Context: an optimization exercise on an open-source flow, tuned for small area. The choices shown serve that exercise and are no tape-out recipe.
In this exercise RTL edits were held to simulation tests only and were not proved equivalent to the original.
No activity file was given, so power comes from the tool's default toggle rates.

### design/flow/flow/run.sh
#!/bin/bash
# The standard layout (the standard.sh: standard synthesis, floorplan,
# placement, CTS, routing) with two knobs the flow settings do not reach:
# port buffers use the smallest buffer cell, and CTS inserts no dummy loads
# (clock tree: clkbuf_8, clusters of up to 14 sinks within 80 um).
set -euo pipefail
export BUFFER_PORTS_ARGS="-buffer_cell sky130_fd_sc_hd__buf_1"
export CTS_ARGS="-sink_clustering_enable -repair_clock_nets -buf_list sky130_fd_sc_hd__clkbuf_8 -sink_clustering_size 14 -sink_clustering_max_diameter 80 -dont_use_dummy_load"
bash standard.sh finish > standard_flow.log 2>&1
### design/flow/standard.sh
#!/bin/bash
# synth_recipe.tcl (not shown) runs the flow's synth.tcl, then flattens the netlist and writes it again
# the make line also repeats each setting of config.mk as NAME=value (left out here)
make -C /OpenROAD-flow-scripts/flow DESIGN_CONFIG=/design/flow/config.mk WORK_HOME=/design/flow/orfs CLKGATE_MAP_FILE= SYNTH_SCRIPT=/design/flow/synth_recipe.tcl "${@:-finish}"
### design/flow/config.mk
export PLATFORM = sky130hd
export DESIGN_NAME = idct_dequant_loader
export DESIGN_NICKNAME = idct_dequant_loader
export VERILOG_FILES = /design/flow/design.v
export SDC_FILE = /design/flow/constraint.sdc
export NUM_CORES = 4
export LEC_CHECK = 0
export CAP_MARGIN = 10
export CORE_MARGIN = 2
export CORE_UTILIZATION = 70
export CTS_BUF_LIST = sky130_fd_sc_hd__clkbuf_8
export CTS_CLUSTER_DIAMETER = 80
export CTS_CLUSTER_SIZE = 14
export PLACE_DENSITY = 0.72
export SLEW_MARGIN = 10
export SYNTH_HIERARCHICAL = 1
export SYNTH_MINIMUM_KEEP_SIZE = 0
### design/flow/constraint.sdc
create_clock -name core_clock -period 10.0 [get_ports {clk}]
set_input_delay 2.0000 -clock core_clock [delete_from_list [all_inputs] [get_ports {clk}]]
set_output_delay 2.0000 -clock core_clock [all_outputs]
set_load 0.01 [all_outputs]
### design/flow/design.v
module idct_hold_word #(
   parameter int W = 8
)
(
   input  logic         clk,
   input  logic         ld,
   input  logic         keep,
   input  logic [W-1:0] d,
   output logic [W-1:0] q
);
   for (genvar b = 0; b < W; b++) begin : g_bit
      idct_hold_bit u_bit (.clk (clk), .ld (ld), .keep (keep), .d (d[b]), .q (q[b]));
   end
endmodule
module idct_hold_bit (
   input  logic clk,
   input  logic ld,
   input  logic keep,
   input  logic d,
   output logic q
);
   always_ff @(posedge clk)
      q <= (ld & d) | (keep & q);
endmodule
module idct_quant_ram #(
   parameter int WQ = 8
)
(
   input  logic             clk,
   input  logic [63:0]      ld,       
   input  logic [WQ-1:0]    wdata,
   output logic [64*WQ-1:0] mem       
);
   for (genvar i = 0; i < 64; i++) begin : g_ent
      idct_hold_word #(.W(WQ)) u_ent (
         .clk (clk), .ld (ld[i]), .keep (!ld[i]), .d (wdata),
         .q (mem[i*WQ +: WQ])
      );
   end
endmodule
module idct_sel8 (
   input  logic [7:0] s,
   input  logic [7:0] d,
   output logic       y
);
   assign y = |(s & d);
endmodule
module idct_dequant_loader #(
   parameter int WIN   = 12,    
   parameter int WCOEF = 12,    
   parameter int WQ    = 8      
)
(
   input  logic                    clk,
   input  logic                    rst,
   input  logic                    s_valid,
   output logic                    s_ready,
   input  logic signed [WCOEF-1:0] s_coef,
   input  logic                    s_last,
   input  logic                    q_we,
   input  logic [5:0]              q_addr,
   input  logic [WQ-1:0]           q_data,
   output logic [64*WIN-1:0]       out_block,
   output logic                    out_valid,
   output logic [15:0]             blk_count
);
   localparam int NCOEF = 64;
   localparam logic [NCOEF*6-1:0] ZIGZAG = {
      6'd63, 6'd62, 6'd55, 6'd47, 6'd54, 6'd61, 6'd60, 6'd53,
      6'd46, 6'd39, 6'd31, 6'd38, 6'd45, 6'd52, 6'd59, 6'd58,
      6'd51, 6'd44, 6'd37, 6'd30, 6'd23, 6'd15, 6'd22, 6'd29,
      6'd36, 6'd43, 6'd50, 6'd57, 6'd56, 6'd49, 6'd42, 6'd35,
      6'd28, 6'd21, 6'd14, 6'd7, 6'd6, 6'd13, 6'd20, 6'd27,
      6'd34, 6'd41, 6'd48, 6'd40, 6'd33, 6'd26, 6'd19, 6'd12,
      6'd5, 6'd4, 6'd11, 6'd18, 6'd25, 6'd32, 6'd24, 6'd17,
      6'd10, 6'd3, 6'd2, 6'd9, 6'd16, 6'd8, 6'd1, 6'd0
   };
   logic [5:0]             k;         
   logic                   pend;      
   logic                   accept;
   logic                   blk_end;
   logic [NCOEF-1:0]       at;        
   logic [WQ-1:0]          q_val;
   logic [WIN-1:0]         p_lo;
   logic                   ovf;
   logic [WIN-1:0]         sat;
   logic [NCOEF*WIN-1:0]   buffer;    
   assign s_ready = !rst && !q_we;
   assign accept  = s_valid && s_ready;
   assign blk_end = s_last || (k == 6'd63);
   always_comb
      for (int j = 0; j < NCOEF; j++)
         at[j] = k == 6'(j);
   logic [NCOEF-1:0]       q_ld;
   logic [WQ-1:0]          q_wdata;
   logic [NCOEF*WQ-1:0]    q_mem;
   always_comb
      for (int j = 0; j < NCOEF; j++)
         q_ld[j] = rst || (q_we && q_addr == ZIGZAG[j*6 +: 6]);
   assign q_wdata = rst ? WQ'(1) : q_data;
   idct_quant_ram #(.WQ(WQ)) u_qram (
      .clk   (clk),
      .ld    (q_ld),
      .wdata (q_wdata),
      .mem   (q_mem)
   );
   logic [7:0]        lo1h, hi1h;
   logic [8*WQ-1:0]   rowv;       
   always_comb
      for (int i = 0; i < 8; i++) begin
         lo1h[i] = k[2:0] == 3'(i);
         hi1h[i] = k[5:3] == 3'(i);
      end
   for (genvar b = 0; b < WQ; b++) begin : g_rd
      for (genvar r = 0; r < 8; r++) begin : g_row
         logic [7:0] col;
         for (genvar c = 0; c < 8; c++) begin : g_col
            assign col[c] = q_mem[(r*8+c)*WQ + b];
         end
         idct_sel8 u_row (.s (lo1h), .d (col), .y (rowv[b*8 + r]));
      end
      idct_sel8 u_fin (.s (hi1h), .d (rowv[b*8 +: 8]), .y (q_val[b]));
   end
   logic                   sgn;
   logic [WQ-1:0]          big;       
   logic                   ovf_big;
   idct_mul_lo u_mul (.a (s_coef), .b (q_val), .p (p_lo));
   assign sgn  = s_coef[WCOEF-1];
   always_comb begin
      for (int j = 0; j < WQ; j++) begin
         big[j] = 1'b0;
         for (int i = 0; i < WCOEF-1; i++)
            if (i + 2 >= WIN + 1 - j)
               big[j] = big[j] | (s_coef[i] ^ sgn);
      end
   end
   assign ovf_big = |(big & q_val);
   assign ovf     = ovf_big || ((p_lo[WIN-1] ^ sgn) && (q_val != '0));
   assign sat     = ovf ? {sgn, {(WIN-1){!sgn}}} : p_lo;
   always_ff @(posedge clk) begin
      if (rst) begin
         k    <= '0;
         pend <= 1'b0;
      end else begin
         pend <= accept && blk_end;
         if (accept)
            k <= blk_end ? 6'd0 : k + 6'd1;
      end
   end
   logic [NCOEF-1:0] wr;
   logic [NCOEF-1:0] bkeep;
   always_comb
      for (int j = 0; j < NCOEF; j++) begin
         wr[j]    = accept && at[j];
         bkeep[j] = !wr[j] && !pend && !rst;
      end
   for (genvar j = 0; j < NCOEF; j++) begin : g_buf
      idct_hold_word #(.W(WIN)) u_slot (
         .clk (clk), .ld (wr[j]), .keep (bkeep[j]), .d (sat),
         .q (buffer[j*WIN +: WIN])
      );
   end
   logic pub, hold;
   assign pub  = pend && !rst;
   assign hold = !pend && !rst;
   for (genvar j = 0; j < NCOEF; j++) begin : g_out
      idct_hold_word #(.W(WIN)) u_pos (
         .clk (clk), .ld (pub), .keep (hold), .d (buffer[j*WIN +: WIN]),
         .q (out_block[ZIGZAG[j*6 +: 6]*WIN +: WIN])
      );
   end
   always_ff @(posedge clk) begin
      if (rst) begin
         out_valid <= 1'b0;
         blk_count <= '0;
      end else begin
         out_valid <= pend;
         if (pend)
            blk_count <= blk_count + 16'd1;
      end
   end
endmodule
module idct_mul_lo (
   input  logic [11:0] a,
   input  logic [7:0] b,
   output logic [11:0] p
);
   logic n1;
   assign n1 = a[0] & b[0];
   logic n2;
   assign n2 = a[1] & b[0];
   logic n3;
   assign n3 = a[2] & b[0];
   logic n4;
   assign n4 = a[3] & b[0];
   logic n5;
   assign n5 = a[4] & b[0];
   logic n6;
   assign n6 = a[5] & b[0];
   logic n7;
   assign n7 = a[6] & b[0];
   logic n8;
   assign n8 = a[7] & b[0];
   logic n9;
   assign n9 = a[8] & b[0];
   logic n10;
   assign n10 = a[9] & b[0];
   logic n11;
   assign n11 = a[10] & b[0];
   logic n12;
   assign n12 = a[11] & b[0];
   logic n13;
   assign n13 = a[0] & b[1];
   logic n14;
   assign n14 = a[1] & b[1];
   logic n15;
   assign n15 = a[2] & b[1];
   logic n16;
   assign n16 = a[3] & b[1];
   logic n17;
   assign n17 = a[4] & b[1];
   logic n18;
   assign n18 = a[5] & b[1];
   logic n19;
   assign n19 = a[6] & b[1];
   logic n20;
   assign n20 = a[7] & b[1];
   logic n21;
   assign n21 = a[8] & b[1];
   logic n22;
   assign n22 = a[9] & b[1];
   logic n23;
   assign n23 = a[10] & b[1];
   logic n24;
   assign n24 = a[0] & b[2];
   logic n25;
   assign n25 = a[1] & b[2];
   logic n26;
   assign n26 = a[2] & b[2];
   logic n27;
   assign n27 = a[3] & b[2];
   logic n28;
   assign n28 = a[4] & b[2];
   logic n29;
   assign n29 = a[5] & b[2];
   logic n30;
   assign n30 = a[6] & b[2];
   logic n31;
   assign n31 = a[7] & b[2];
   logic n32;
   assign n32 = a[8] & b[2];
   logic n33;
   assign n33 = a[9] & b[2];
   logic n34;
   assign n34 = a[0] & b[3];
   logic n35;
   assign n35 = a[1] & b[3];
   logic n36;
   assign n36 = a[2] & b[3];
   logic n37;
   assign n37 = a[3] & b[3];
   logic n38;
   assign n38 = a[4] & b[3];
   logic n39;
   assign n39 = a[5] & b[3];
   logic n40;
   assign n40 = a[6] & b[3];
   logic n41;
   assign n41 = a[7] & b[3];
   logic n42;
   assign n42 = a[8] & b[3];
   logic n43;
   assign n43 = a[0] & b[4];
   logic n44;
   assign n44 = a[1] & b[4];
   logic n45;
   assign n45 = a[2] & b[4];
   logic n46;
   assign n46 = a[3] & b[4];
   logic n47;
   assign n47 = a[4] & b[4];
   logic n48;
   assign n48 = a[5] & b[4];
   logic n49;
   assign n49 = a[6] & b[4];
   logic n50;
   assign n50 = a[7] & b[4];
   logic n51;
   assign n51 = a[0] & b[5];
   logic n52;
   assign n52 = a[1] & b[5];
   logic n53;
   assign n53 = a[2] & b[5];
   logic n54;
   assign n54 = a[3] & b[5];
   logic n55;
   assign n55 = a[4] & b[5];
   logic n56;
   assign n56 = a[5] & b[5];
   logic n57;
   assign n57 = a[6] & b[5];
   logic n58;
   assign n58 = a[0] & b[6];
   logic n59;
   assign n59 = a[1] & b[6];
   logic n60;
   assign n60 = a[2] & b[6];
   logic n61;
   assign n61 = a[3] & b[6];
   logic n62;
   assign n62 = a[4] & b[6];
   logic n63;
   assign n63 = a[5] & b[6];
   logic n64;
   assign n64 = a[0] & b[7];
   logic n65;
   assign n65 = a[1] & b[7];
   logic n66;
   assign n66 = a[2] & b[7];
   logic n67;
   assign n67 = a[3] & b[7];
   logic n68;
   assign n68 = a[4] & b[7];
   logic n69;
   logic n70;
   idct_ha u_ha1 (.a(n7), .b(n18), .s(n69), .co(n70));
   logic n71;
   logic n72;
   idct_fa u_fa2 (.a(n8), .b(n19), .ci(n29), .s(n71), .co(n72));
   logic n73;
   logic n74;
   idct_ha u_ha3 (.a(n38), .b(n46), .s(n73), .co(n74));
   logic n75;
   logic n76;
   idct_fa u_fa4 (.a(n9), .b(n20), .ci(n30), .s(n75), .co(n76));
   logic n77;
   logic n78;
   idct_fa u_fa5 (.a(n39), .b(n47), .ci(n54), .s(n77), .co(n78));
   logic n79;
   logic n80;
   idct_fa u_fa6 (.a(n10), .b(n21), .ci(n31), .s(n79), .co(n80));
   logic n81;
   logic n82;
   idct_fa u_fa7 (.a(n40), .b(n48), .ci(n55), .s(n81), .co(n82));
   logic n83;
   logic n84;
   idct_fa u_fa8 (.a(n11), .b(n22), .ci(n32), .s(n83), .co(n84));
   logic n85;
   logic n86;
   idct_fa u_fa9 (.a(n41), .b(n49), .ci(n56), .s(n85), .co(n86));
   logic n87;
   assign n87 = n12 ^ n23 ^ n33;
   logic n88;
   assign n88 = n42 ^ n50 ^ n57;
   logic n89;
   logic n90;
   idct_ha u_ha10 (.a(n5), .b(n16), .s(n89), .co(n90));
   logic n91;
   logic n92;
   idct_fa u_fa11 (.a(n6), .b(n17), .ci(n27), .s(n91), .co(n92));
   logic n93;
   logic n94;
   idct_ha u_ha12 (.a(n36), .b(n44), .s(n93), .co(n94));
   logic n95;
   logic n96;
   idct_fa u_fa13 (.a(n69), .b(n28), .ci(n37), .s(n95), .co(n96));
   logic n97;
   logic n98;
   idct_fa u_fa14 (.a(n45), .b(n52), .ci(n58), .s(n97), .co(n98));
   logic n99;
   logic n100;
   idct_fa u_fa15 (.a(n71), .b(n73), .ci(n53), .s(n99), .co(n100));
   logic n101;
   logic n102;
   idct_fa u_fa16 (.a(n59), .b(n64), .ci(n70), .s(n101), .co(n102));
   logic n103;
   logic n104;
   idct_fa u_fa17 (.a(n75), .b(n77), .ci(n60), .s(n103), .co(n104));
   logic n105;
   logic n106;
   idct_fa u_fa18 (.a(n65), .b(n72), .ci(n74), .s(n105), .co(n106));
   logic n107;
   logic n108;
   idct_fa u_fa19 (.a(n79), .b(n81), .ci(n61), .s(n107), .co(n108));
   logic n109;
   logic n110;
   idct_fa u_fa20 (.a(n66), .b(n76), .ci(n78), .s(n109), .co(n110));
   logic n111;
   logic n112;
   idct_fa u_fa21 (.a(n83), .b(n85), .ci(n62), .s(n111), .co(n112));
   logic n113;
   logic n114;
   idct_fa u_fa22 (.a(n67), .b(n80), .ci(n82), .s(n113), .co(n114));
   logic n115;
   assign n115 = n87 ^ n88 ^ n63;
   logic n116;
   assign n116 = n68 ^ n84 ^ n86;
   logic n117;
   logic n118;
   idct_ha u_ha23 (.a(n4), .b(n15), .s(n117), .co(n118));
   logic n119;
   logic n120;
   idct_fa u_fa24 (.a(n89), .b(n26), .ci(n35), .s(n119), .co(n120));
   logic n121;
   logic n122;
   idct_fa u_fa25 (.a(n91), .b(n93), .ci(n51), .s(n121), .co(n122));
   logic n123;
   logic n124;
   idct_fa u_fa26 (.a(n95), .b(n97), .ci(n92), .s(n123), .co(n124));
   logic n125;
   logic n126;
   idct_fa u_fa27 (.a(n99), .b(n101), .ci(n96), .s(n125), .co(n126));
   logic n127;
   logic n128;
   idct_fa u_fa28 (.a(n103), .b(n105), .ci(n100), .s(n127), .co(n128));
   logic n129;
   logic n130;
   idct_fa u_fa29 (.a(n107), .b(n109), .ci(n104), .s(n129), .co(n130));
   logic n131;
   logic n132;
   idct_fa u_fa30 (.a(n111), .b(n113), .ci(n108), .s(n131), .co(n132));
   logic n133;
   assign n133 = n115 ^ n116 ^ n112;
   logic n134;
   logic n135;
   idct_ha u_ha31 (.a(n3), .b(n14), .s(n134), .co(n135));
   logic n136;
   logic n137;
   idct_fa u_fa32 (.a(n117), .b(n25), .ci(n34), .s(n136), .co(n137));
   logic n138;
   logic n139;
   idct_fa u_fa33 (.a(n119), .b(n43), .ci(n118), .s(n138), .co(n139));
   logic n140;
   logic n141;
   idct_fa u_fa34 (.a(n121), .b(n90), .ci(n120), .s(n140), .co(n141));
   logic n142;
   logic n143;
   idct_fa u_fa35 (.a(n123), .b(n94), .ci(n122), .s(n142), .co(n143));
   logic n144;
   logic n145;
   idct_fa u_fa36 (.a(n125), .b(n98), .ci(n124), .s(n144), .co(n145));
   logic n146;
   logic n147;
   idct_fa u_fa37 (.a(n127), .b(n102), .ci(n126), .s(n146), .co(n147));
   logic n148;
   logic n149;
   idct_fa u_fa38 (.a(n129), .b(n106), .ci(n128), .s(n148), .co(n149));
   logic n150;
   logic n151;
   idct_fa u_fa39 (.a(n131), .b(n110), .ci(n130), .s(n150), .co(n151));
   logic n152;
   assign n152 = n133 ^ n114 ^ n132;
   logic n153;
   logic n154;
   idct_ha u_ha40 (.a(n2), .b(n13), .s(n153), .co(n154));
   logic n155;
   logic n156;
   idct_fa u_fa41 (.a(n134), .b(n24), .ci(n154), .s(n155), .co(n156));
   logic n157;
   logic n158;
   idct_fa u_fa42 (.a(n136), .b(n135), .ci(n156), .s(n157), .co(n158));
   logic n159;
   logic n160;
   idct_fa u_fa43 (.a(n138), .b(n137), .ci(n158), .s(n159), .co(n160));
   logic n161;
   logic n162;
   idct_fa u_fa44 (.a(n140), .b(n139), .ci(n160), .s(n161), .co(n162));
   logic n163;
   logic n164;
   idct_fa u_fa45 (.a(n142), .b(n141), .ci(n162), .s(n163), .co(n164));
   logic n165;
   logic n166;
   idct_fa u_fa46 (.a(n144), .b(n143), .ci(n164), .s(n165), .co(n166));
   logic n167;
   logic n168;
   idct_fa u_fa47 (.a(n146), .b(n145), .ci(n166), .s(n167), .co(n168));
   logic n169;
   logic n170;
   idct_fa u_fa48 (.a(n148), .b(n147), .ci(n168), .s(n169), .co(n170));
   logic n171;
   logic n172;
   idct_fa u_fa49 (.a(n150), .b(n149), .ci(n170), .s(n171), .co(n172));
   logic n173;
   assign n173 = n152 ^ n151 ^ n172;
   assign p = {n173, n171, n169, n167, n165, n163, n161, n159, n157, n155, n153, n1};
endmodule
module idct_fa (input logic a, b, ci, output logic s, co);
   assign s  = a ^ b ^ ci;
   assign co = (a & b) | (a & ci) | (b & ci);
endmodule
module idct_ha (input logic a, b, output logic s, co);
   assign s  = a ^ b;
   assign co = a & b;
endmodule
==> flow_summary.toml, run 1 <==
[synth]
async_flop_share_pct = 0
synth_flop_cell = "dfxtp_1"
synth_area_sq_mm = 0.0662
muxShareOfSynthArea_pct = 0.0321
yosysTopAreaCellShare_pct = 62.6
synthesis.nets = 5253
ys.warnings.count = 8
synth_top_family_by_area = "compound AO/OA/AOI/OAI gates"
synth_most_common_cell = "dfxtp_1"
synthAdderAreaFrac_pct = 1.53
synthTopCellsByCount = "2072 x dfxtp_1, 2048 x a22o_1, 288 x a22oi_1, 159 x nor2_1, 91 x nand2_1"
yosys.area_share.simple_pct = 3.50
yosysSeqAreaShare_pct = 62.6
avgSynthCellArea_sq_um = 12.8
ys_ff_latch = 2072
synth_edf_count = 0
ys_types = 54
synth_cells = 5166
synth-xor-area-share_pct = 0.402
synth-compound-area-share_pct = 31.1
synth_area_leaders = "dfxtp_1 63%, a22o_1 27%, a22oi_1 3.3%"
yosysTopAreaCell = "dfxtp_1"

[sta]
tightest_slew_ns = 1.27
rsz0062_at_grt = "false"
fin_skew_ns = 0.0689
maxSlewViolCount = 0
hold_viol = 0
min_period_ns = 9.68
fmax_ghz = 0.103
setup_viol = 0
slew-limit-headroom_pct = 14.9
min_period_over_period_pct = 96.8

[worst_setup_path]
path_max_fanout = 21
cp_top_family = "adder cells"
ff2ff_path_depth = 30
end_kind = "flop"
cp_data_arrival_time_ns = 10.43
crit_cells = 30
rrSetupSlack_ns = 0.32
cp_common_cell = "fa_1"
crit_slowest_cell = "fa_1"
required_ns = 10.74
r2r-start = "k[0]$_SDFFE_PP0P_"
timing_worst_setup_path_type = "reg2reg"
r2r_end = "g_buf[27].u_slot.g_bit[7].u_bit.q$_DFF_P_"
worst_setup_path_start_kind = "flop"
path_buf_inv = 4
slowest_delay_ns = 0.53

[drt]
via_count = 53100
drt_wl_total_mm = 219
firstDrtPassIters = 6
drc_errors = 0
ant_nets = 0
avgRoutedWirePerCell_um = 29.2
routed_via_density = 7.11
drt_iter0_markers = 7365

[clock_tree]
cts_setup_buffers = 0
cts_hold_buf = 0
cts_root_buf = "clkbuf_8"
clk_latency_ns = 0.91
clock_path_buffers = 3
cts-resized-gates = 0
clk_pin_slew_ns = 0.10
cts.sinks = 2072
cts_inserted_buffers = 165
cts_max_level = 4
cts_tree = "yes"

[cells_and_area]
multi_input_area_sq_mm = 0.0244
design_area_sq_mm = 0.0745
regArea_sq_mm = 0.0415
nets = 6300
drive_gt1_share_pct = 5.54
area_delta_synth_final_pct = 12.4
stdcell_count = 7473
fillers = 6003

[floorplanning]
die_area_sq_mm = 0.0971
die_h_um = 312
start_util_pct = 70.8
std_cell_rows = 112
pin_count = 817
fp.coreArea_sq_mm = 0.0936
die_w_um = 312

[placed_design]
placed_cell_area_sq_mm = 0.0721
gp_congestion = 0.916
dp.cells = 7299
hpwl_mm = 144
io_buffers = 816

[global_routing]
grt_pass1_vias = 48800
globalRouteOverflowTotal = 0
grt_usage_pct = 43.1
grt_max_degree = 193
antenna_found_initial = 14
grt_pass1_wl_mm = 322

[worst_hold_path]
hold_path.class = "reg2reg"
hold_depth = 1
hold_path_end = "g_out[22].u_pos.g_bit[7].u_bit.q$_DFF_P_"
min_from = "g_buf[22].u_slot.g_bit[7].u_bit.q$_DFF_P_"

[flow_run]
cap_violations = 0

[power_and_ir_drop]
power.density_mw_per_mm2 = 191
p_leak_nw = 28.9
total_power_w = 0.0142
ir_drop_v = 0.000189

[outcome]
status = "no timing/DRC/antenna violations"
-- kinds of logic (layout without fill, tap and decap cells) --
logic type,count (synthesis),in the layout
AO/OA/AOI/OAI,2409,2409
flip-flops,2072,2072
AND/OR/NAND/NOR,470,470
buffers and inverters,129,1174
adder cells (fa/ha/maj),56,56
XOR/XNOR,28,28
multiplexers,2,2
other,0,8
-- modules after synthesis, one instance, submodules excluded, excerpt --
module	cell area, sq um	times used
idct_hold_bit	28.8	2048
idct_ha	12.5	7
idct_fa	20.0	42
idct_dequant_loader	2880	1
idct_mul_lo	648	1
idct_sel8	36.3	72
-- cells in the final DEF (no fill, tap or decap), types with 11 or more instances in the layout --
| cell | instances |
|---|---|
| dfxtp_1 | 2072 |
| a22o_1 | 2048 |
| buf_1 | 815 |
| a22oi_1 | 288 |
| clkbuf_8 | 165 |
| nor2_1 | 159 |
| nand2_1 | 91 |
| buf_4 | 85 |
| nand4_1 | 79 |
| inv_1 | 69 |
| and2_1 | 53 |
| fa_1 | 42 |
| buf_12 | 36 |
| o21ai_0 | 25 |
| xnor2_1 | 16 |
| o31ai_1 | 16 |
| nor3_1 | 13 |
| nand3_1 | 13 |
| ha_1 | 12 |
| a31o_4 | 11 |
| nor2b_4 | 11 |
-- per-stage QoR --
step / utilization, % / TNS (ns) / hold slack (ns) / setup slack (ns)
finish: 79.5 / 0 / 0.446 / 0.316
global route: 79.5 / 0 / 0.479 / 0.0358
CTS: 79.5 / 0 / 0.452 / 0.335
detailed placement: 77.1 / 0 / 0.451 / 0.402
global placement: 77.1 / 0 / 0.450 / 0.480
floorplan: - / -1361.79 / 0.440 / -0.942
-- sequential cells by signal, summed over array words and instances (netlist names) --
register,flops
blk_count,16
g_buf.u_slot.g_bit.u_bit.q,768
g_out.u_pos.g_bit.u_bit.q,768
k,6
out_valid,1
pend,1
u_qram.g_ent.u_ent.g_bit.u_bit.q,512
-- worst register-to-register path, delay by kind of cell, from the launching register on --
kind,cells,cell delay [ns]
xor+xnor,5,0.94
simple gates,4,1.40
compound gates,7,1.74
fa+ha+maj,10,4.17
flops,1,0.42
buf+inv,4,0.85
-- report_power, final --
group	internal, W	total [W]	switching, W
combinational	0.000505	0.00168	0.00118
clock	0.00148	0.00400	0.00253
sequential	0.00843	0.00853	0.000108
total	0.0104	0.0142	0.00381
-- layout make-up --
type | instances | share of cell area, %
Inverter | 71 | 0.363
Sequential cell | 2072 | 55.7
Clock buffer | 165 | 3.05
Tap cell | 1254 | 2.11
Timing Repair Buffer | 938 | 5.95
Antenna cell | 8 | 0.0269
Multi-Input combinational cell | 2965 | 32.8
-- metal layers --
layer	part of all wire (%)	routed length [um]	track usage [%]	vias to the layer above
li1	-	-	-	22700
met1	38	83800	57.9	26300
met4	6.9	15000	26.0	16
met2	43	94400	62.9	3459
met5	0.048	104	0	-
met3	12	25200	10.8	627
-- worst max-delay path by stage --
stage	start	endpoint	slack, ns
detailed placement	k[0]$_SDFFE_PP0P_	g_buf[20].u_slot.g_bit[7].u_bit.q$_DFF_P_	0.40
finish	k[0]$_SDFFE_PP0P_	g_buf[27].u_slot.g_bit[7].u_bit.q$_DFF_P_	0.32
CTS	k[0]$_SDFFE_PP0P_	g_buf[22].u_slot.g_bit[7].u_bit.q$_DFF_P_	0.33
global placement	k[0]$_SDFFE_PP0P_	g_buf[46].u_slot.g_bit[7].u_bit.q$_DFF_P_	0.48
floorplan	k[0]$_SDFFE_PP0P_	g_buf[0].u_slot.g_bit[10].u_bit.q$_DFF_P_	-0.94
global route	k[0]$_SDFFE_PP0P_	g_buf[27].u_slot.g_bit[7].u_bit.q$_DFF_P_	0.04
==> run 2: changes to the inputs <==
--- a/design/flow/design.v
+++ b/design/flow/design.v
@@ -76,5 +76,6 @@
       6'd10, 6'd3, 6'd2, 6'd9, 6'd16, 6'd8, 6'd1, 6'd0
    };
-   logic [5:0]             k;         
+   logic [7:0]             lo1h;      
+   logic [7:0]             hi1h;      
    logic                   pend;      
    logic                   accept;
@@ -88,8 +89,8 @@
    assign s_ready = !rst && !q_we;
    assign accept  = s_valid && s_ready;
-   assign blk_end = s_last || (k == 6'd63);
+   assign blk_end = s_last || (lo1h[7] && hi1h[7]);
    always_comb
       for (int j = 0; j < NCOEF; j++)
-         at[j] = k == 6'(j);
+         at[j] = lo1h[j%8] && hi1h[j/8];
    logic [NCOEF-1:0]       q_ld;
    logic [WQ-1:0]          q_wdata;
@@ -105,11 +106,5 @@
       .mem   (q_mem)
    );
-   logic [7:0]        lo1h, hi1h;
    logic [8*WQ-1:0]   rowv;       
-   always_comb
-      for (int i = 0; i < 8; i++) begin
-         lo1h[i] = k[2:0] == 3'(i);
-         hi1h[i] = k[5:3] == 3'(i);
-      end
    for (genvar b = 0; b < WQ; b++) begin : g_rd
       for (genvar r = 0; r < 8; r++) begin : g_row
@@ -135,15 +130,31 @@
       end
    end
+   logic [WIN-1:0]         sat0, sat1;
+   logic                   ovf0, ovf1;
    assign ovf_big = |(big & q_val);
-   assign ovf     = ovf_big || ((p_lo[WIN-1] ^ sgn) && (q_val != '0));
-   assign sat     = ovf ? {sgn, {(WIN-1){!sgn}}} : p_lo;
+   assign ovf0    = ovf_big || (sgn && (q_val != '0));
+   assign ovf1    = ovf_big || (!sgn && (q_val != '0));
+   assign sat0    = ovf0 ? {sgn, {(WIN-1){!sgn}}} : {1'b0, p_lo[WIN-2:0]};
+   assign sat1    = ovf1 ? {sgn, {(WIN-1){!sgn}}} : {1'b1, p_lo[WIN-2:0]};
+   for (genvar i = 0; i < WIN; i++) begin : g_sat
+      idct_mux2 u_sel (.s (p_lo[WIN-1]), .a (sat0[i]), .b (sat1[i]), .y (sat[i]));
+   end
    always_ff @(posedge clk) begin
       if (rst) begin
-         k    <= '0;
+         lo1h <= 8'd1;
+         hi1h <= 8'd1;
          pend <= 1'b0;
       end else begin
          pend <= accept && blk_end;
-         if (accept)
-            k <= blk_end ? 6'd0 : k + 6'd1;
+         if (accept) begin
+            if (blk_end) begin
+               lo1h <= 8'd1;
+               hi1h <= 8'd1;
+            end else begin
+               lo1h <= {lo1h[6:0], lo1h[7]};
+               if (lo1h[7])
+                  hi1h <= {hi1h[6:0], hi1h[7]};
+            end
+         end
       end
    end
@@ -485,4 +496,12 @@
    assign p = {n173, n171, n169, n167, n165, n163, n161, n159, n157, n155, n153, n1};
 endmodule
+module idct_mux2 (
+   input  logic s,
+   input  logic a,
+   input  logic b,
+   output logic y
+);
+   assign y = s ? b : a;
+endmodule
 module idct_fa (input logic a, b, ci, output logic s, co);
    assign s  = a ^ b ^ ci;
==> run 2 against run 1 <==
  * Still clean
  * Routed wire length shrank 2.3%
  * Core utilization is 0.99 points lower
  * Worst setup slack improved by 0.72 ns
  * Final cell count is 0.60% lower
  * Sequential cell count grew 10
  * Clock-buffer cell count is 2 higher
  * Sequential share of layout area grew 0.33 points
  * Worst hold slack worse by 0.030 ns
  * First-iteration DRC count down 5.7%
  * Sequential power is 0.7% higher
==> flow_summary.toml, run 2 <==
[synth]
synth_flop_cell = "dfxtp_1"
synthesis.nets = 5223
synthTopCellsByCount = "2082 x dfxtp_1, 2048 x a22o_1, 302 x a22oi_1, 104 x nor2_1, 80 x nand4_1"
synth_area_leaders = "dfxtp_1 62%, a22o_1 27%, a22oi_1 3.4%"
synth_area_sq_mm = 0.0668
synth_edf_count = 0
ys_ff_latch = 2082
ys_types = 49
ys.warnings.count = 8
synth_cells = 5142
yosysSeqAreaShare_pct = 62.4
yosysTopAreaCell = "dfxtp_1"
async_flop_share_pct = 0
yosysTopAreaCellShare_pct = 62.4
avgSynthCellArea_sq_um = 13.0
synth_most_common_cell = "dfxtp_1"

[outcome]
status = "no timing/DRC/antenna violations"

[clock_tree]
cts_tree = "yes"
cts.sinks = 2082
cts_setup_buffers = 0
clk_pin_slew_ns = 0.09
clock_path_buffers = 3
cts_inserted_buffers = 167
cts_hold_buf = 0
cts_root_buf = "clkbuf_8"
clk_latency_ns = 0.89
cts-resized-gates = 0
cts_max_level = 4

[global_routing]
globalRouteOverflowTotal = 0
gr-usage-met3_pct = 7.93
grt_pass1_vias = 48600
grt_pass1_wl_mm = 314
grtUsageMet1_pct = 55.2
grt_max_degree = 233
grt_usage_pct = 41.5
grt_most_used_layer = "met2"
antenna_found_initial = 4
use_met2_pct = 63.4

[drt]
via_count = 52800
avgRoutedWirePerCell_um = 28.7
ant_nets = 0
drc_errors = 0
routed_via_density = 7.10
drt_wl_total_mm = 213
firstDrtPassIters = 6
drt_iter0_markers = 6945

[floorplanning]
die_w_um = 313
fp.coreArea_sq_mm = 0.0947
start_util_pct = 70.5
pin_count = 817
die_area_sq_mm = 0.0979
die_h_um = 313
std_cell_rows = 113

[worst_setup_path]
worst_setup_path_start_kind = "flop"
cp_data_arrival_time_ns = 9.78
path_max_fanout = 41
end_kind = "flop"
required_ns = 10.81
timing_worst_setup_path_type = "reg2reg"

[cells_and_area]
reg_top3 = "g_buf.u_slot.g_bit.u_bit.q: 768 flops, g_out.u_pos.g_bit.u_bit.q: 768 flops, u_qram.g_ent.u_ent.g_bit.u_bit.q: 512 flops"
layout_commonest_cell = "dfxtp_1"
area_delta_synth_final_pct = 11.4
nets = 6243
drive_gt1_share_pct = 5.10
layout_common_cells = "2074 x dfxtp_1, 2048 x a22o_1, 815 x buf_1"
design_area_sq_mm = 0.0744
post-route-util_pct = 78.5

[sta]
holdWs_ns = 0.417
fmax_ghz = 0.112
maxSlewViolCount = 0
hold_viol = 0
setup_viol = 0
fin_skew_ns = 0.103
slew-limit-headroom_pct = 14.4
setup_ws_ns = 1.04
min_period_ns = 8.96
min_period_over_period_pct = 89.6
rsz0062_at_grt = "false"
tightest_slew_ns = 1.28

[placed_design]
place_ws_ns = 1.11
hpwl_mm = 141
placed_cell_area_sq_mm = 0.0721
io_buffers = 816
gp_congestion = 0.895

[power_and_ir_drop]
p_leak_nw = 29.4
power.density_mw_per_mm2 = 207
ir_drop_v = 0.000329
total_power_w = 0.0154

[flow_run]
cap_violations = 0

[worst_hold_path]
hold_path.class = "reg2reg"
## run 2: changes by cell type after synthesis, sizes merged, moves of 17 or more
| cell | previous run | this run |
|---|---|---|
| and3 | 3 | 69 |
| nand2 | 92 | 29 |
| nor2 | 161 | 104 |
| a21o | 1 | 55 |
| o21ai | 26 | 4 |
| o21bai | 1 | 21 |
| o31ai | 17 | 0 |
## run 2: Yosys stat by module (local to each module, per instance), excerpt
module	flip-flops and latches	cell area, sq um
idct_dequant_loader	34	3220
idct_sel8	0	36.3
idct_mul_lo	0	648
idct_mux2	0	15.0
idct_hold_bit	1	28.8
idct_ha	0	12.5
idct_fa	0	20.0
## run 2: final timing paths
check | from | endpoint | slack [ns] | depth (start not counted)
worst min register to register | g_buf[53].u_slot.g_bit[4].u_bit.q$_DFF_P_ | g_out[53].u_pos.g_bit[4].u_bit.q$_DFF_P_ | 0.42 | 1
worst max-delay path | lo1h[0]$_SDFFE_PP1P_ | g_buf[28].u_slot.g_bit[4].u_bit.q$_DFF_P_ | 1.04 | 23
worst min-delay path | g_buf[53].u_slot.g_bit[4].u_bit.q$_DFF_P_ | g_out[53].u_pos.g_bit[4].u_bit.q$_DFF_P_ | 0.42 | 1
worst max register to register | lo1h[0]$_SDFFE_PP1P_ | g_buf[28].u_slot.g_bit[4].u_bit.q$_DFF_P_ | 1.04 | 23
## run 2: stage by stage
step / std cells / TNS, ns
6_report: 7428 / 0
5_1_grt: 7427 / 0
4_1_cts: 7425 / 0
3_5_place_dp: 7258 / 0
3_3_place_gp: 7258 / 0
2_1_floorplan: 5142 / -781.49
## run 2: logic make-up after synthesis
kind of cell	share of synthesized area [%]
fa+ha+maj	1.41
simple gates	3.22
buf+inv	0.826
compound gates	31.2
mux	0.482
xor+xnor	0.412
flops	62.4
## run 2: layer usage
metal	part of all wire [%]	up-vias
li1	-	22700
met1	39	26100
met2	45	3287
met3	9.6	636
met4	7.0	4
met5	0.012	-
## run 2: layout make-up
| type | count | area [sq um] |
|---|---|---|
| diodes | 3 | 7.51 |
| clock buffers | 167 | 2300 |
| fillers | 6206 | 20300 |
| inverters | 67 | 255 |
| multi-input cells | 2937 | 24600 |
| flip-flops and latches | 2082 | 41700 |
| well taps | 1265 | 1580 |
| repair buffers | 907 | 3960 |
## run 2: report_power, final
group	switching, W	internal [W]	total [W]
Sequential	0.000118	0.00847	0.00859
Combinational	0.00213	0.000695	0.00282
Clock	0.00253	0.00149	0.00402
Total	0.00477	0.0107	0.0154
## run 2: critical path, stage by stage (launching register included)
cell and delay, ns:
dfxtp_2 0.65, buf_4 0.33, a22oi_1 0.20, nand4_1 0.19
a22oi_1 0.49, nand4_1 0.60, and2_1 0.38, ha_1 0.30
fa_1 0.51, fa_1 0.52, fa_1 0.44, fa_1 0.39
fa_1 0.38, fa_1 0.39, fa_1 0.38, fa_1 0.39
xor2_1 0.17, xnor2_1 0.21, xnor2_1 0.15, xnor3_1 0.23
buf_4 0.22, mux2_4 0.66, buf_4 0.43, a22o_1 0.20
==> run 3: changes to the inputs <==
--- a/design/flow/design.v
+++ b/design/flow/design.v
@@ -160,13 +160,12 @@
    end
    logic [NCOEF-1:0] wr;
-   logic [NCOEF-1:0] bkeep;
+   logic             bkeep;
    always_comb
-      for (int j = 0; j < NCOEF; j++) begin
-         wr[j]    = accept && at[j];
-         bkeep[j] = !wr[j] && !pend && !rst;
-      end
+      for (int j = 0; j < NCOEF; j++)
+         wr[j] = accept && at[j];
+   assign bkeep = !pend && !rst;
    for (genvar j = 0; j < NCOEF; j++) begin : g_buf
       idct_hold_word #(.W(WIN)) u_slot (
-         .clk (clk), .ld (wr[j]), .keep (bkeep[j]), .d (sat),
+         .clk (clk), .ld (wr[j]), .keep (bkeep), .d (sat),
          .q (buffer[j*WIN +: WIN])
       );
==> design/flow/flow/run.sh (replaced) <==
#!/bin/bash
# The standard layout (the standard.sh: standard synthesis, floorplan,
# placement, CTS, routing) with two knobs the flow settings do not reach:
# port buffers use the smallest buffer cell, and CTS inserts no dummy loads
# (clock tree: clkbuf_8, clusters of up to 16 sinks within 80 um).
set -euo pipefail
export BUFFER_PORTS_ARGS="-buffer_cell sky130_fd_sc_hd__buf_1"
export CTS_ARGS="-sink_clustering_enable -repair_clock_nets -buf_list sky130_fd_sc_hd__clkbuf_8 -sink_clustering_size 16 -sink_clustering_max_diameter 80 -dont_use_dummy_load"
bash standard.sh finish > standard_flow.log 2>&1
--- a/design/flow/config.mk
+++ b/design/flow/config.mk
@@ -11,5 +11,5 @@
 export CTS_BUF_LIST = sky130_fd_sc_hd__clkbuf_8
 export CTS_CLUSTER_DIAMETER = 80
-export CTS_CLUSTER_SIZE = 14
+export CTS_CLUSTER_SIZE = 16
 export PLACE_DENSITY = 0.72
 export SLEW_MARGIN = 10
==> run 3 against run 2 <==
  * Clock-buffer cell count fell by 19
  * Sequential share of layout area is 0.52 points higher
  * Cell area down 0.92%
  * Maximum frequency decreased by 2.1%
  * Clock power is 5.5% lower
  * Critical path type unchanged
  * Largest cell class unchanged
  * Largest power group unchanged
  * Highest routed layer unchanged
==> flow_summary.toml, run 3 <==
[floorplanning]
pin_count = 817
fp.coreArea_sq_mm = 0.0946
die_h_um = 312
start_util_pct = 70.3
die_w_um = 312
die_area_sq_mm = 0.0975
std_cell_rows = 113

[cells_and_area]
layout_common_cells = "2074 x dfxtp_1, 2048 x a22o_1, 815 x buf_1"
design_area_sq_mm = 0.0737
post-route-util_pct = 77.9
nets = 6137
drive_gt1_share_pct = 4.44
stdcell_count = 7329
fillers = 6274
reg_top3 = "g_buf.u_slot.g_bit.u_bit.q: 768 flops, g_out.u_pos.g_bit.u_bit.q: 768 flops, u_qram.g_ent.u_ent.g_bit.u_bit.q: 512 flops"
area_delta_synth_final_pct = 10.8
layout_commonest_cell = "dfxtp_1"

[global_routing]
grt_max_degree = 266
globalRouteOverflowTotal = 0
grt_pass1_wl_mm = 302
grt_usage_pct = 40.1
antenna_found_initial = 10
grt_pass1_vias = 46100

[worst_hold_path]
hold_path.class = "reg2reg"
hold_path_end = "g_out[49].u_pos.g_bit[10].u_bit.q$_DFF_P_"
hold_depth = 1
min_from = "g_buf[49].u_slot.g_bit[10].u_bit.q$_DFF_P_"

[power_and_ir_drop]
p_sw_w = 0.00450
p_leak_nw = 29.0
p_int_w = 0.0104
power_frac_comb_pct = 16.7
swShare_pct = 30.3
power.density_mw_per_mm2 = 202
ir_drop_v = 0.000314
clkPwrFrac_pct = 25.6
p_seq_share_pct = 57.8

[clock_tree]
cts_hold_buf = 0
cts_root_buf = "clkbuf_8"
cts_inserted_buffers = 148
clock_path_buffers = 3
cts.sinks = 2082
cts_max_level = 4
cts_tree = "yes"
clk_pin_slew_ns = 0.10
cts_setup_buffers = 0
cts-resized-gates = 0
clk_latency_ns = 0.91

[placed_design]
place_ws_ns = 1.09
io_buffers = 816
hpwl_mm = 135
gp_congestion = 0.923
dp.cells = 7171
placed_cell_area_sq_mm = 0.0717

[outcome]
status = "no timing/DRC/antenna violations"

[synth]
yosysSeqAreaShare_pct = 62.7
synth_flop_cell = "dfxtp_1"
synth_area_leaders = "dfxtp_1 63%, a22o_1 27%, a22oi_1 3.4%"
ys_types = 50
synth_edf_count = 0
ys_ff_latch = 2082
synth_area_sq_mm = 0.0665
avgSynthCellArea_sq_um = 13.1
synthesis.nets = 5153
synth_most_common_cell = "dfxtp_1"
yosysTopAreaCell = "dfxtp_1"
synth_cells = 5072
ys.warnings.count = 8
async_flop_share_pct = 0
synthTopCellsByCount = "2082 x dfxtp_1, 2048 x a22o_1, 302 x a22oi_1, 83 x nand4_1, 69 x and3_1"
yosysTopAreaCellShare_pct = 62.7

[drt]
ant_nets = 0
avgRoutedWirePerCell_um = 28.0
drt_iter0_markers = 7744
drc_errors = 0
via_count = 51900
drt_wl_total_mm = 205
firstDrtPassIters = 7
routed_via_density = 7.09

[sta]
fin_skew_ns = 0.0830
maxSlewViolCount = 0
fmax_ghz = 0.109
setup_ws_ns = 0.840
timing.setup.tns_ns = 0
min_period_ns = 9.16
setup_viol = 0
slew-limit-headroom_pct = 11.0
hold_viol = 0
rsz0062_at_grt = "false"
tightest_slew_ns = 1.34
min_period_over_period_pct = 91.6

[worst_setup_path]
r2r-start = "lo1h[3]$_SDFFE_PP0P_"
worst_setup_path_start_kind = "flop"
r2r_end = "g_buf[59].u_slot.g_bit[2].u_bit.q$_DFF_P_"
path_max_fanout = 64
ff2ff_path_depth = 21
required_ns = 10.77
timing_worst_setup_path_type = "reg2reg"
cp_data_arrival_time_ns = 9.93
cp_common_cell = "fa_1"
crit_chain = "buf_4 > a22oi_1 > nand4_1 > a22oi_1 > nand4_1 > and2_1 > fa_1 > fa_1 > fa_1 > fa_1 > fa_1 > fa_1 > fa_1 > fa_1 > xor2_1 > xnor2_1 > xnor2_1 > xnor3_1 > buf_4 > mux2_4 > a22o_1"
slowest_delay_ns = 0.87
crit_slowest_cell = "mux2_4"
end_kind = "flop"
rrSetupSlack_ns = 0.84

[flow_run]
cap_violations = 0
-- run 3: changes by cell type in the layout (fill, tap and decap cells not counted), sizes merged, moves of 2 or more --
| cell | change |
|---|---|
| or2 | -2 |
| nand3 | -2 |
| diode | +7 |
| and4 | -2 |
| nand4 | +3 |
| nor2 | -64 |
| and2 | +2 |
| clkbuf | -19 |
| nor3 | +2 |
| buf | -24 |
-- run 3: routing by layer --
layer / global-route usage [%] / routed length, um
met1: 55.3 / 81600
met3: 6.64 / 19000
met2: 60.2 / 91000
met4: 22.7 / 13600
met5: 0 / 45
-- run 3: per-module statistics from Yosys, one instance, submodules excluded, a selection --
module               copies in the design  area [sq um]  flops+latches  cells
idct_ha                                 7          12.5              0      1
idct_hold_bit                        2048          28.8              1      2
idct_sel8                              72          36.3              0      5
idct_mul_lo                             1           648              0     95
idct_fa                                42          20.0              0      1
idct_mux2                              12          15.0              0      1
idct_dequant_loader                     1          2960             34    396
-- run 3: per-stage QoR --
step	total power [W]	hold WS, ns
CTS	0.0148	0.447
global placement	0.0112	0.450
finish	0.0149	0.446
detailed placement	0.0112	0.451
global route	0.0152	0.485
floorplan	0.0100	0.440
-- run 3: worst max-delay path, delay by kind of cell (launching register included) --
family          cells  cell delay (ns)
compound gates      3             1.00
xor+xnor            4             0.76
fa+ha+maj           8             3.58
buf+inv             2             0.62
flops               1             0.72
mux                 1             0.87
simple gates        3             1.26
-- run 3: area by class of cell --
type | instances | area (sq um) | share of cell area, %
timing repair buffer | 883 | 3760 | 5.10
sequential | 2082 | 41700 | 56.6
tap | 1265 | 1580 | 2.15
multi-input combinational | 2875 | 24400 | 33.1
antenna | 10 | 25.0 | 0.0339
clock buffer | 148 | 2040 | 2.76
inverter | 66 | 248 | 0.336
-- run 3: cells by family (layout without fill, tap and decap cells) --
logic type / Yosys count / count (layout) / share of synthesized area, %
AOI/OAI and AO/OA: 2437 / 2437 / 31.3
DFF: 2082 / 2082 / 62.7
and+or+nand+nor: 333 / 333 / 2.89
buffers and inverters: 115 / 1097 / 0.785
adders and majority gates: 50 / 50 / 1.41
xor gates and xnor gates: 29 / 29 / 0.414
muxes: 26 / 26 / 0.483
other: 0 / 10 / 0
-- run 3: worst max path at each step --
| stage | cells after the start | endpoint | startpoint | slack, ns |
|---|---|---|---|---|
| after global placement | 19 | g_buf[52].u_slot.g_bit[5].u_bit.q$_DFF_P_ | s_coef[4] | 1.11 |
| after global routing | 24 | g_buf[56].u_slot.g_bit[2].u_bit.q$_DFF_P_ | lo1h[3]$_SDFFE_PP0P_ | 0.79 |
| after floorplan | 5 | g_buf[0].u_slot.g_bit[0].u_bit.q$_DFF_P_ | rst | -9.62 |
| after CTS | 24 | g_buf[59].u_slot.g_bit[2].u_bit.q$_DFF_P_ | lo1h[3]$_SDFFE_PP0P_ | 1.10 |
| after detailed placement | 19 | g_buf[22].u_slot.g_bit[5].u_bit.q$_DFF_P_ | s_coef[4] | 1.09 |
| final | 21 | g_buf[59].u_slot.g_bit[2].u_bit.q$_DFF_P_ | lo1h[3]$_SDFFE_PP0P_ | 0.84 |
-- run 3: power groups by stage --
stage	clock (W)	sequential [W]	combinational (W)
finish	0.00380	0.00859	0.00248
global placement	0	0.00876	0.00239
global route	0.00411	0.00860	0.00253
detailed placement	0	0.00877	0.00243
floorplan	0	0.00874	0.00128
CTS	0.00382	0.00858	0.00243
==> run 4: changes to the inputs <==
--- a/design/flow/config.mk
+++ b/design/flow/config.mk
@@ -8,9 +8,9 @@
 export CAP_MARGIN = 10
 export CORE_MARGIN = 2
-export CORE_UTILIZATION = 70
+export CORE_UTILIZATION = 76
 export CTS_BUF_LIST = sky130_fd_sc_hd__clkbuf_8
 export CTS_CLUSTER_DIAMETER = 80
 export CTS_CLUSTER_SIZE = 16
-export PLACE_DENSITY = 0.72
+export PLACE_DENSITY = 0.8
 export SLEW_MARGIN = 10
 export SYNTH_HIERARCHICAL = 1
==> run 4 against run 3 <==
  * Still clean
  * Clock-buffer cell count is the same
  * Maximum frequency down 1.3%
  * First-iteration DRC count decreased by 3.5%
  * Via count grew 1.1%
  * Synthesized cell count did not move
  * Critical path depth is 2 higher
  * Synthesized area unchanged
  * Final cell count decreased by 1.4%
  * Worst hold slack better by 0.017 ns
  * Global-route usage up 3.8 points
  * Core utilization rose by 7.0 points
  * Total power rose by 0.47%
  * Critical path type unchanged
  * Critical endpoint is now g_buf[27].u_slot.g_bit[6].u_bit.q$_DFF_P_
  * Largest cell class unchanged
  * Highest routed layer unchanged
==> flow_summary.toml, run 4 <==
[clock_tree]
cts_setup_buffers = 0
clk_pin_slew_ns = 0.09
clk_latency_ns = 0.87
cts_root_buf = "clkbuf_8"
clock_path_buffers = 3
cts_tree = "yes"
cts_hold_buf = 0
cts_inserted_buffers = 148
cts_max_level = 4
cts-resized-gates = 0
cts.sinks = 2082

[synth]
yosysTopAreaCell = "dfxtp_1"
synth_area_leaders = "dfxtp_1 63%, a22o_1 27%, a22oi_1 3.4%"
ys_ff_latch = 2082
avgSynthCellArea_sq_um = 13.1
yosysSeqAreaShare_pct = 62.7
synthTopCellsByCount = "2082 x dfxtp_1, 2048 x a22o_1, 302 x a22oi_1, 83 x nand4_1, 69 x and3_1"
synth_most_common_cell = "dfxtp_1"
async_flop_share_pct = 0
synth_flop_cell = "dfxtp_1"
synth_cells = 5072
ys.warnings.count = 8
yosysTopAreaCellShare_pct = 62.7
synth_area_sq_mm = 0.0665
synth_edf_count = 0
synthesis.nets = 5153
ys_types = 50

[cells_and_area]
reg_top3 = "g_buf.u_slot.g_bit.u_bit.q: 768 flops, g_out.u_pos.g_bit.u_bit.q: 768 flops, u_qram.g_ent.u_ent.g_bit.u_bit.q: 512 flops"
layout_commonest_cell = "dfxtp_1"
design_area_sq_mm = 0.0737
nets = 6143
stdcell_count = 7226
area_delta_synth_final_pct = 10.8
layout_common_cells = "2074 x dfxtp_1, 2048 x a22o_1, 815 x buf_1"
drive_gt1_share_pct = 4.54

[placed_design]
dp.cells = 7067
placed_cell_area_sq_mm = 0.0716
io_buffers = 816
gp_congestion = 0.976
hpwl_mm = 135

[worst_setup_path]
rrSetupSlack_ns = 0.72
end_kind = "flop"
crit_chain = "buf_12 > a22oi_1 > nand4_1 > a22oi_1 > nand4_1 > and2_1 > ha_1 > fa_1 > fa_1 > fa_1 > fa_1 > fa_1 > fa_1 > fa_1 > fa_1 > fa_1 > xor2_1 > xnor2_1 > xnor2_1 > xnor3_1 > buf_4 > mux2_4 > a22o_1"
crit_slowest_cell = "mux2_4"
worst_setup_path_start_kind = "flop"
cp_data_arrival_time_ns = 10.07
path_buf_inv = 2
path_max_fanout = 64
cp_top_family = "adder cells"
required_ns = 10.79
timing_worst_setup_path_type = "reg2reg"
cp_common_cell = "fa_1"
slowest_delay_ns = 1.01

[sta]
maxSlewViolCount = 0
min_period_over_period_pct = 92.8
tightest_slew_ns = 1.25
slew-limit-headroom_pct = 16.5
timing.setup.tns_ns = 0
fmax_ghz = 0.108
min_period_ns = 9.28
hold_viol = 0
fin_skew_ns = 0.0545
rsz0062_at_grt = "false"
setup_viol = 0

[drt]
avgRoutedWirePerCell_um = 28.6
ant_nets = 0
firstDrtPassIters = 6
drt_wl_total_mm = 206
routed_via_density = 7.27
drc_errors = 0
drt_iter0_markers = 7476
via_count = 52500

[power_and_ir_drop]
p_leak_nw = 29.0
ir_drop_v = 0.000406
power.density_mw_per_mm2 = 203

[global_routing]
grt_usage_pct = 43.8
grt_pass1_wl_mm = 306
grt_pass1_vias = 48300
grt_max_degree = 267
globalRouteOverflowTotal = 0
antenna_found_initial = 7

[floorplanning]
die_h_um = 300
fp.coreArea_sq_mm = 0.0868
die_area_sq_mm = 0.0899
die_w_um = 300
std_cell_rows = 108
pin_count = 817
start_util_pct = 76.7

[outcome]
status = "no timing/DRC/antenna violations"

[flow_run]
cap_violations = 0

[worst_hold_path]
hold_path.class = "reg2reg"
==> run 4: cell counts after synthesis <==
No cell type changed its count.
==> run 4: power by group <==
group	switching, W	internal [W]
Clock	0.00246	0.00133
Sequential	0.000122	0.00847
Combinational	0.00198	0.000565
Total	0.00456	0.0104
==> run 4: layer usage <==
metal  GRT usage [%]  vias to the layer above  share of wire, %
li1                -                    22400                 -
met1            57.1                    25900                37
met2            65.7                     3495                44
met3            8.95                      715                10
met4            31.5                        2               8.3
met5               0                        -            0.0053
==> run 4: through the flow <==
step | hold WS (ns) | setup slack, ns | utilization (%) | power (W)
floorplan | 0.440 | -9.62 | - | 0.0100
global placement | 0.451 | 1.12 | 82.5 | 0.0111
detailed placement | 0.451 | 1.04 | 82.5 | 0.0112
CTS | 0.463 | 0.960 | 84.9 | 0.0148
global route | 0.476 | 0.590 | 84.9 | 0.0152
finish | 0.463 | 0.723 | 84.9 | 0.0149
==> run 4: Yosys stat by module (local to each module, per instance), a selection <==
| module | copies in the design | cells | area [sq um] | flops+latches |
|---|---|---|---|---|
| idct_dequant_loader | 1 | 396 | 2960 | 34 |
| idct_fa | 42 | 1 | 20.0 | 0 |
| idct_ha | 7 | 1 | 12.5 | 0 |
| idct_hold_bit | 2048 | 2 | 28.8 | 1 |
| idct_mul_lo | 1 | 95 | 648 | 0 |
| idct_mux2 | 12 | 1 | 15.0 | 0 |
| idct_sel8 | 72 | 5 | 36.3 | 0 |
==> run 4: logic make-up after synthesis <==
logic type | share of synthesized area, %
AND/OR/NAND/NOR | 2.89
XOR/XNOR | 0.414
adder cells (fa/ha/maj) | 1.41
buffers and inverters | 0.785
multiplexers | 0.483
AO/OA/AOI/OAI | 31.3
flip-flops | 62.7
==> run 4: area by class of cell <==
class,count,area (sq um)
clock buffers,148,2040
well taps,1155,1450
inverters,66,248
flip-flops and latches,2082,41700
diodes,11,27.5
repair buffers,889,3840
fillers,4759,13100
multi-input cells,2875,24400
==> run 4: path summary, 6_finish.rpt <==
check / from / end / depth (start not counted)
hold reg to reg: g_buf[54].u_slot.g_bit[10].u_bit.q$_DFF_P_ / g_out[54].u_pos.g_bit[10].u_bit.q$_DFF_P_ / 1
setup / recovery: lo1h[4]$_SDFFE_PP0P_ / g_buf[27].u_slot.g_bit[6].u_bit.q$_DFF_P_ / 23
setup reg to reg: lo1h[4]$_SDFFE_PP0P_ / g_buf[27].u_slot.g_bit[6].u_bit.q$_DFF_P_ / 23
hold / removal: g_buf[54].u_slot.g_bit[10].u_bit.q$_DFF_P_ / g_out[54].u_pos.g_bit[10].u_bit.q$_DFF_P_ / 1
==> run 5: changes to the inputs <==
--- a/design/flow/design.v
+++ b/design/flow/design.v
@@ -120,5 +120,5 @@
    logic [WQ-1:0]          big;       
    logic                   ovf_big;
-   idct_mul_lo u_mul (.a (s_coef), .b (q_val), .p (p_lo));
+   idct_mul_lo u_mul (.an (~s_coef), .bn (~q_val), .p (p_lo));
    assign sgn  = s_coef[WCOEF-1];
    always_comb begin
@@ -192,144 +192,144 @@
 endmodule
 module idct_mul_lo (
-   input  logic [11:0] a,
-   input  logic [7:0] b,
+   input  logic [11:0] an,
+   input  logic [7:0] bn,
    output logic [11:0] p
 );
    logic n1;
-   assign n1 = a[0] & b[0];
+   assign n1 = !(an[0] | bn[0]);
    logic n2;
-   assign n2 = a[1] & b[0];
+   assign n2 = !(an[1] | bn[0]);
    logic n3;
-   assign n3 = a[2] & b[0];
+   assign n3 = !(an[2] | bn[0]);
    logic n4;
-   assign n4 = a[3] & b[0];
+   assign n4 = !(an[3] | bn[0]);
    logic n5;
-   assign n5 = a[4] & b[0];
+   assign n5 = !(an[4] | bn[0]);
    logic n6;
-   assign n6 = a[5] & b[0];
+   assign n6 = !(an[5] | bn[0]);
    logic n7;
-   assign n7 = a[6] & b[0];
+   assign n7 = !(an[6] | bn[0]);
    logic n8;
-   assign n8 = a[7] & b[0];
+   assign n8 = !(an[7] | bn[0]);
    logic n9;
-   assign n9 = a[8] & b[0];
+   assign n9 = !(an[8] | bn[0]);
    logic n10;
-   assign n10 = a[9] & b[0];
+   assign n10 = !(an[9] | bn[0]);
    logic n11;
-   assign n11 = a[10] & b[0];
+   assign n11 = !(an[10] | bn[0]);
    logic n12;
-   assign n12 = a[11] & b[0];
+   assign n12 = !(an[11] | bn[0]);
    logic n13;
-   assign n13 = a[0] & b[1];
+   assign n13 = !(an[0] | bn[1]);
    logic n14;
-   assign n14 = a[1] & b[1];
+   assign n14 = !(an[1] | bn[1]);
    logic n15;
-   assign n15 = a[2] & b[1];
+   assign n15 = !(an[2] | bn[1]);
    logic n16;
-   assign n16 = a[3] & b[1];
+   assign n16 = !(an[3] | bn[1]);
    logic n17;
-   assign n17 = a[4] & b[1];
+   assign n17 = !(an[4] | bn[1]);
    logic n18;
-   assign n18 = a[5] & b[1];
+   assign n18 = !(an[5] | bn[1]);
    logic n19;
-   assign n19 = a[6] & b[1];
+   assign n19 = !(an[6] | bn[1]);
    logic n20;
-   assign n20 = a[7] & b[1];
+   assign n20 = !(an[7] | bn[1]);
    logic n21;
-   assign n21 = a[8] & b[1];
+   assign n21 = !(an[8] | bn[1]);
    logic n22;
-   assign n22 = a[9] & b[1];
+   assign n22 = !(an[9] | bn[1]);
    logic n23;
-   assign n23 = a[10] & b[1];
+   assign n23 = !(an[10] | bn[1]);
    logic n24;
-   assign n24 = a[0] & b[2];
+   assign n24 = !(an[0] | bn[2]);
    logic n25;
-   assign n25 = a[1] & b[2];
+   assign n25 = !(an[1] | bn[2]);
    logic n26;
-   assign n26 = a[2] & b[2];
+   assign n26 = !(an[2] | bn[2]);
    logic n27;
-   assign n27 = a[3] & b[2];
+   assign n27 = !(an[3] | bn[2]);
    logic n28;
-   assign n28 = a[4] & b[2];
+   assign n28 = !(an[4] | bn[2]);
    logic n29;
-   assign n29 = a[5] & b[2];
+   assign n29 = !(an[5] | bn[2]);
    logic n30;
-   assign n30 = a[6] & b[2];
+   assign n30 = !(an[6] | bn[2]);
    logic n31;
-   assign n31 = a[7] & b[2];
+   assign n31 = !(an[7] | bn[2]);
    logic n32;
-   assign n32 = a[8] & b[2];
+   assign n32 = !(an[8] | bn[2]);
    logic n33;
-   assign n33 = a[9] & b[2];
+   assign n33 = !(an[9] | bn[2]);
    logic n34;
-   assign n34 = a[0] & b[3];
+   assign n34 = !(an[0] | bn[3]);
    logic n35;
-   assign n35 = a[1] & b[3];
+   assign n35 = !(an[1] | bn[3]);
    logic n36;
-   assign n36 = a[2] & b[3];
+   assign n36 = !(an[2] | bn[3]);
    logic n37;
-   assign n37 = a[3] & b[3];
+   assign n37 = !(an[3] | bn[3]);
    logic n38;
-   assign n38 = a[4] & b[3];
+   assign n38 = !(an[4] | bn[3]);
    logic n39;
-   assign n39 = a[5] & b[3];
+   assign n39 = !(an[5] | bn[3]);
    logic n40;
-   assign n40 = a[6] & b[3];
+   assign n40 = !(an[6] | bn[3]);
    logic n41;
-   assign n41 = a[7] & b[3];
+   assign n41 = !(an[7] | bn[3]);
    logic n42;
-   assign n42 = a[8] & b[3];
+   assign n42 = !(an[8] | bn[3]);
    logic n43;
-   assign n43 = a[0] & b[4];
+   assign n43 = !(an[0] | bn[4]);
    logic n44;
-   assign n44 = a[1] & b[4];
+   assign n44 = !(an[1] | bn[4]);
    logic n45;
-   assign n45 = a[2] & b[4];
+   assign n45 = !(an[2] | bn[4]);
    logic n46;
-   assign n46 = a[3] & b[4];
+   assign n46 = !(an[3] | bn[4]);
    logic n47;
-   assign n47 = a[4] & b[4];
+   assign n47 = !(an[4] | bn[4]);
    logic n48;
-   assign n48 = a[5] & b[4];
+   assign n48 = !(an[5] | bn[4]);
    logic n49;
-   assign n49 = a[6] & b[4];
+   assign n49 = !(an[6] | bn[4]);
    logic n50;
-   assign n50 = a[7] & b[4];
+   assign n50 = !(an[7] | bn[4]);
    logic n51;
-   assign n51 = a[0] & b[5];
+   assign n51 = !(an[0] | bn[5]);
    logic n52;
-   assign n52 = a[1] & b[5];
+   assign n52 = !(an[1] | bn[5]);
    logic n53;
-   assign n53 = a[2] & b[5];
+   assign n53 = !(an[2] | bn[5]);
    logic n54;
-   assign n54 = a[3] & b[5];
+   assign n54 = !(an[3] | bn[5]);
    logic n55;
-   assign n55 = a[4] & b[5];
+   assign n55 = !(an[4] | bn[5]);
    logic n56;
-   assign n56 = a[5] & b[5];
+   assign n56 = !(an[5] | bn[5]);
    logic n57;
-   assign n57 = a[6] & b[5];
+   assign n57 = !(an[6] | bn[5]);
    logic n58;
-   assign n58 = a[0] & b[6];
+   assign n58 = !(an[0] | bn[6]);
    logic n59;
-   assign n59 = a[1] & b[6];
+   assign n59 = !(an[1] | bn[6]);
    logic n60;
-   assign n60 = a[2] & b[6];
+   assign n60 = !(an[2] | bn[6]);
    logic n61;
-   assign n61 = a[3] & b[6];
+   assign n61 = !(an[3] | bn[6]);
    logic n62;
-   assign n62 = a[4] & b[6];
+   assign n62 = !(an[4] | bn[6]);
    logic n63;
-   assign n63 = a[5] & b[6];
+   assign n63 = !(an[5] | bn[6]);
    logic n64;
-   assign n64 = a[0] & b[7];
+   assign n64 = !(an[0] | bn[7]);
    logic n65;
-   assign n65 = a[1] & b[7];
+   assign n65 = !(an[1] | bn[7]);
    logic n66;
-   assign n66 = a[2] & b[7];
+   assign n66 = !(an[2] | bn[7]);
    logic n67;
-   assign n67 = a[3] & b[7];
+   assign n67 = !(an[3] | bn[7]);
    logic n68;
-   assign n68 = a[4] & b[7];
+   assign n68 = !(an[4] | bn[7]);
    logic n69;
    logic n70;
--- a/design/flow/config.mk
+++ b/design/flow/config.mk
@@ -8,9 +8,9 @@
 export CAP_MARGIN = 10
 export CORE_MARGIN = 2
-export CORE_UTILIZATION = 76
+export CORE_UTILIZATION = 70
 export CTS_BUF_LIST = sky130_fd_sc_hd__clkbuf_8
 export CTS_CLUSTER_DIAMETER = 80
 export CTS_CLUSTER_SIZE = 16
-export PLACE_DENSITY = 0.8
+export PLACE_DENSITY = 0.72
 export SLEW_MARGIN = 10
 export SYNTH_HIERARCHICAL = 1
==> run 5 against run 4 <==
  * Still clean on timing, DRC and antenna
  * Cell area rose by 0.25%
  * Register-to-register slack improved by 0.15 ns
  * Final cell count rose by 1.9%
  * Highest routed layer unchanged
==> flow_summary.toml, run 5 <==
[drt]
firstDrtPassIters = 8
drt_wl_total_mm = 206
ant_nets = 0
avgRoutedWirePerCell_um = 28.0

[power_and_ir_drop]
p_sw_w = 0.00459
clkPwrFrac_pct = 25.3
power.density_mw_per_mm2 = 204
ir_drop_v = 0.000287
total_power_w = 0.0151
swShare_pct = 30.5

[cells_and_area]
fillers = 6185
drive_gt1_share_pct = 4.69
area_delta_synth_final_pct = 11.1
nets = 6177
stdcell_count = 7365
layout_common_cells = "2074 x dfxtp_1, 2048 x a22o_1, 815 x buf_1"

[sta]
setup_viol = 0
timing.setup.tns_ns = 0

[outcome]
status = "no timing/DRC/antenna violations"

[clock_tree]
cts_inserted_buffers = 148
cts_tree = "yes"
cts-resized-gates = 0

[worst_setup_path]
timing_worst_setup_path_type = "reg2reg"
path_max_fanout = 64
cp_data_arrival_time_ns = 9.93
worst_setup_path_start_kind = "flop"
r2r-start = "lo1h[6]$_SDFFE_PP0P_"
critPathLaunch = "lo1h[6]$_SDFFE_PP0P_"

[synth]
synth_flop_cell = "dfxtp_1"
yosysTopAreaCellShare_pct = 62.7
synth_area_leaders = "dfxtp_1 63%, a22o_1 27%, a22oi_1 3.4%"
synth_cells = 5098
synthAdderAreaFrac_pct = 1.42
synth_top_family_by_area = "compound AO/OA/AOI/OAI gates"
synth-xor-area-share_pct = 0.363
synthTopCellsByCount = "2082 x dfxtp_1, 2048 x a22o_1, 302 x a22oi_1, 104 x nor2_1, 91 x inv_1"
ys_types = 51
yosys.area_share.simple_pct = 2.66
yosysTopAreaCell = "dfxtp_1"
yosysSeqAreaShare_pct = 62.7
synth-compound-area-share_pct = 31.5

[worst_hold_path]
hold_path.class = "reg2reg"

[floorplanning]
die_area_sq_mm = 0.0974
die_w_um = 312
start_util_pct = 70.3

[placed_design]
dp.cells = 7211

[flow_run]
cap_violations = 0

[global_routing]
grt_max_degree = 249
globalRouteOverflowTotal = 0
[run 5: logic make-up (layout without fill, tap and decap cells)]
logic type,count (synthesis),count (layout)
DFF,2082,2082
muxes,20,20
xor gates and xnor gates,26,26
buffers and inverters,148,1144
and+or+nand+nor,326,326
other,0,6
adders and majority gates,50,50
AOI/OAI and AO/OA,2446,2446
[run 5: stage by stage]
step           instance area, sq um  worst slack [ns]
6_report                      73800             0.869
5_1_grt                       73800             0.766
4_1_cts                       73800             0.962
3_5_place_dp                  71800             0.902
3_3_place_gp                  71800             0.945
2_1_floorplan                 66500             -9.56
[run 5: final timing paths]
path | endpoint | slack (ns) | cells past startpoint
worst max-delay path | g_buf[19].u_slot.g_bit[5].u_bit.q$_DFF_P_ | 0.87 | 24
worst min-delay path | g_out[59].u_pos.g_bit[9].u_bit.q$_DFF_P_ | 0.43 | 1
worst max register to register | g_buf[19].u_slot.g_bit[5].u_bit.q$_DFF_P_ | 0.87 | 24
worst min register to register | g_out[59].u_pos.g_bit[9].u_bit.q$_DFF_P_ | 0.43 | 1
[run 5: cell type report]
class	count	area, sq um	share of cell area [%]
flip-flops and latches	2082	41700	56.5
multi-input cells	2868	24200	32.8
repair buffers	905	3990	5.40
clock buffers	148	2040	2.76
well taps	1265	1580	2.14
inverters	91	342	0.463
diodes	6	15.0	0.0203
[run 5: power by group through the flow]
stage / clock network, W / registers, W / logic, W
final: 0.00381 / 0.00859 / 0.00266
after floorplan: 0 / 0.00874 / 0.00128
after detailed placement: 0 / 0.00877 / 0.00258
after global routing: 0.00413 / 0.00861 / 0.00270
after global placement: 0 / 0.00876 / 0.00256
after CTS: 0.00383 / 0.00858 / 0.00259
[run 5: modules after synthesis (local to each module, per instance), excerpt]
module               cells inside  copies in the design  flops+latches  cell area, sq um
idct_dequant_loader           414                     1             34              3020
idct_mul_lo                   103                     1              0               554
idct_sel8                       5                    72              0              36.3
idct_hold_bit                   2                  2048              1              28.8
idct_fa                         1                    42              0              20.0
idct_mux2                       1                    12              0              15.0
idct_ha                         1                     7              0              12.5
[run 5: routing by layer]
metal	wire length, um	global-route usage [%]	up-vias
li1	-	-	22500
met4	14800	25.4	2
met3	18500	7.28	546
met5	11	0	-
met2	91100	60.0	2926
met1	81400	54.9	25700
[run 5: critical path, stage by stage (launching register included)]
cell	delay, ns
dfxtp_2	0.64
a22oi_1	0.38
nand4_1	0.19
a22oi_1	0.43
nand4_1	0.30
inv_1	0.34
buf_4	0.23
nor2_1	0.06
ha_1	0.31
fa_1	0.51
fa_1	0.46
fa_1	0.40
fa_1	0.39
fa_1	0.38
fa_1	0.38
fa_1	0.40
fa_1	0.40
fa_1	0.39
xor2_1	0.17
xnor2_1	0.19
xnor2_1	0.10
xnor3_1	0.40
buf_4	0.32
mux2_4	0.92
a22o_1	0.28

Setup slack of run 5, layout unchanged: 0.869 ns with ideal ports, 0.869 ns with driving cells assumed (clock clkbuf_16, inputs buf_2), 0.855 ns with port delays also shifted by the 0.912 ns mid clock arrival.
